From an optimization exercise on the open Yosys and OpenROAD flow, aimed at small area; shortcuts taken in it are not production practice. In this exercise RTL edits were held to simulation tests only and were not proved equivalent to the original. Power is estimated from default activity; no workload was simulated.

## grf_trace
module grf_trace #(
  parameter int TRACE_DEPTH = 4,
  parameter int TRACE_AW    = 2
) (
  input  logic                clk,
  input  logic                reset,
  input  logic [4:0]          ra1,
  input  logic [4:0]          ra2,
  output logic [31:0]         rd1,
  output logic [31:0]         rd2,
  input  logic                we,
  input  logic [4:0]          wa,
  input  logic [31:0]         wd,
  input  logic [31:0]         wpc,
  output logic                trace_valid,
  input  logic                trace_ready,
  output logic [31:0]         trace_pc,
  output logic [4:0]          trace_addr,
  output logic [31:0]         trace_data,
  output logic [TRACE_AW:0]   trace_count,
  output logic                trace_overflow
);
For scale: ~4300 cells after synthesis, about 52000 um^2 of cells after synthesis.
==> flow/config.mk <==
export PLATFORM = sky130hd
export DESIGN_NAME = grf_trace
export DESIGN_NICKNAME = grf_trace
export VERILOG_FILES = /design/flow/design.v
export SDC_FILE = /design/flow/constraint.sdc
export NUM_CORES = 4
export LEC_CHECK = 0
export CAP_MARGIN = 20
export CORE_MARGIN = 2
export CORE_UTILIZATION = 65
export SETUP_SLACK_MARGIN = 0.35
export SLEW_MARGIN = 20
export SYNTH_HIERARCHICAL = 1
==> flow/constraint.sdc <==
create_clock -name core_clock -period 6.0 [get_ports {clk}]
set_input_delay 1.2000 -clock core_clock [delete_from_list [all_inputs] [get_ports {clk}]]
set_output_delay 1.2000 -clock core_clock [all_outputs]
set_load 0.01 [all_outputs]
standard.sh (not shown) runs the stock make flow with config.mk's settings and CLKGATE_MAP_FILE= SYNTH_SCRIPT=/design/flow/synth_recipe.tcl, a recipe that flattens the netlist after the stock synthesis.
==> flow/flow/run.sh <==
#!/bin/bash
# Own layout flow: the standard flow (the standard.sh) with smaller port
# buffers and a clock tree built from small clock buffers without dummy
# loads. ORFS writes each step's full log under orfs/logs; the make output
# goes to run.log here.
set -e
export BUFFER_PORTS_ARGS="-buffer_cell sky130_fd_sc_hd__buf_1"
export CTS_ARGS="-sink_clustering_enable -repair_clock_nets -dont_use_dummy_load -buf_list {sky130_fd_sc_hd__clkbuf_8} -sink_clustering_size 16 -sink_clustering_max_diameter 100"
bash standard.sh > run.log 2>&1
Change:
CAP_MARGIN = 5   (was 20)
CORE_UTILIZATION = 60   (was 65)
SETUP_SLACK_MARGIN = 0.25   (was 0.35)
SLEW_MARGIN = 5   (was 20)
What happened: The new run completed, yet does not pass: max-capacitance violations, max-slew violations; worst setup slack loses 65 ps; design area is about the same; clock skew shrinks by 51 ps.
Change:
--- a/flow/flow/run.sh
+++ b/flow/flow/run.sh
@@ -8 +8 @@
-export CTS_ARGS="-sink_clustering_enable -repair_clock_nets -dont_use_dummy_load -buf_list {sky130_fd_sc_hd__clkbuf_8} -sink_clustering_size 16 -sink_clustering_max_diameter 100"
+export CTS_ARGS="-sink_clustering_enable -repair_clock_nets -dont_use_dummy_load -buf_list {sky130_fd_sc_hd__clkbuf_4 sky130_fd_sc_hd__clkbuf_8} -sink_clustering_size 24"
CAP_MARGIN = 20   (was 5)
SLEW_MARGIN = 20   (was 5)
Now the flow went through all stages and came out clean.
Fmax came out higher by 2.2%.
Worst setup slack is better by 130 ps.
Core utilization came out higher by 1.9 points.
Combinational power stays flat.

grf_trace again, from the RTL that the note above started with.
Settings: LEC_CHECK=0, CAP_MARGIN=20, CORE_MARGIN=2, CORE_UTILIZATION=60, SETUP_SLACK_MARGIN=0.5, SLEW_MARGIN=20, SYNTH_HIERARCHICAL=1; clock period 6.0 ns.
==> flow/flow/run.sh <==
#!/bin/bash
# Own layout flow: the standard flow (the standard.sh) with smaller port
# buffers and a clock tree built from small clock buffers without dummy
# loads. ORFS writes each step's full log under orfs/logs; the make output
# goes to run.log here.
set -e
export BUFFER_PORTS_ARGS="-buffer_cell sky130_fd_sc_hd__buf_1"
export CTS_ARGS="-sink_clustering_enable -repair_clock_nets -dont_use_dummy_load -buf_list {sky130_fd_sc_hd__clkbuf_4 sky130_fd_sc_hd__clkbuf_8} -sink_clustering_size 24"
bash standard.sh > run.log 2>&1
The first run ran to the end with no violations.
Then changed:
--- a/flow/flow/run.sh
+++ b/flow/flow/run.sh
@@ -8 +8 @@
-export CTS_ARGS="-sink_clustering_enable -repair_clock_nets -dont_use_dummy_load -buf_list {sky130_fd_sc_hd__clkbuf_4 sky130_fd_sc_hd__clkbuf_8} -sink_clustering_size 24"
+export CTS_ARGS="-sink_clustering_enable -repair_clock_nets -dont_use_dummy_load -buf_list {sky130_fd_sc_hd__clkbuf_8} -sink_clustering_size 16 -sink_clustering_max_diameter 100"
SETUP_SLACK_MARGIN = 0.25   (was 0.5)
What happened: Flip-flop and latch count does not change. Via count fell by 0.97%. Synthesized area is unchanged.

Another version of the RTL of grf_trace (not shown whole).
Size: roughly 4300 cells after synthesis, about 1300 flip-flops, roughly 52000 sq um of cells after synthesis.
Settings: LEC_CHECK=0, CAP_MARGIN=20, CORE_MARGIN=2, CORE_UTILIZATION=40, SLEW_MARGIN=20, SYNTH_HIERARCHICAL=1; clock period 6.0 ns.
run.sh (not shown) runs the stock make flow with config.mk's settings and CLKGATE_MAP_FILE= SYNTH_SCRIPT=/design/flow/synth_recipe.tcl, a recipe that flattens the netlist after the stock synthesis.
Stock flow here: none of the scripts above is used.
The baseline produced a layout that fails on negative setup slack.
Edit:
==> flow/flow/run.sh (new file) <==
#!/bin/bash
# Own layout flow: the standard flow with smaller port buffers and no CTS
# dummy loads. Each tool's output goes to the ORFS logs plus run.log here.
set -e
cp standard.sh standard.sh.txt
export BUFFER_PORTS_ARGS="-buffer_cell sky130_fd_sc_hd__buf_1"
export CTS_ARGS="-sink_clustering_enable -repair_clock_nets -dont_use_dummy_load"
bash standard.sh > run.log 2>&1
==> flow/standard.sh (new file) <==
#!/bin/bash
# synth_recipe.tcl (not shown) runs the flow's synth.tcl, then flattens the netlist and writes it again
# the make line also repeats each setting of config.mk as NAME=value (left out here)
make -C /OpenROAD-flow-scripts/flow DESIGN_CONFIG=/design/flow/config.mk WORK_HOME=/design/flow/orfs CLKGATE_MAP_FILE= SYNTH_SCRIPT=/design/flow/synth_recipe.tcl "${@:-finish}"
removed: flow/run.sh
- The new run finished but fails on negative setup slack
- setup slack is worse by 0.16 ns
- clock skew went up by 0.028 ns
- final cell count went down by a few percent
- design area went down by a little under a tenth
- first-iteration DRC count went down slightly
- count of clock-buffer cells in the layout went down by 63
- combinational power went down by roughly a tenth
- synthesized cell count does not change
- power went down by roughly a tenth
- via count went down by a few percent

[static timing again, ports no longer ideal]
How much do the figures lean on ideal ports? The routed layouts below were timed once more, with nothing changed but the port constraints. Step 1 sets driving cells, clkbuf_16 on the clock port and buf_2 on the other inputs (assumed; they add their load-dependent delay and slew). Step 2 times the ports against the registers' clock, not the clock port: input delays grow and output delays shrink by t, the midpoint of the rising clock arrivals with the driver on. Three values: no drivers, after step 1, after step 2; two values: the first two.
run | t (ns) | setup WS [ns] | hold slack, ns | latest minus earliest clock arrival (ns) | pins driven straight from the clock port
the first run of note 1 | 0.810 | 0.183 / 0.054 / 0.054 | 0.480 / 0.449 / 0.480 | 0.077 / 0.078 | 1
the second run of note 1 | 0.831 | 0.118 / 0.016 / 0.016 | 0.477 / 0.477 / 0.477 | 0.038 / 0.038 | 1
the third run of note 1 | 0.943 | 0.247 / 0.102 / 0.102 | 0.467 / 0.467 / 0.467 | 0.074 / 0.074 | 1
the first run of note 2 | 0.938 | 0.430 / 0.271 / 0.271 | 0.468 / 0.468 / 0.468 | 0.067 / 0.068 | 1
the second run of note 2 | 0.834 | 0.239 / 0.112 / 0.112 | 0.478 / 0.478 / 0.478 | 0.075 / 0.075 | 1
the first run of note 3 | 0.866 | -0.114 / -0.177 / -0.177 | 0.468 / 0.468 / 0.468 | 0.038 / 0.038 | 1
the second run of note 3 | 0.838 | -0.275 / -0.324 / -0.324 | 0.349 / 0.291 / 0.467 | 0.062 / 0.062 | 1
For the first run of note 2, which loses most, drivers alone change the setup slack by -0.159 ns; drivers and shift together by -0.159 ns.
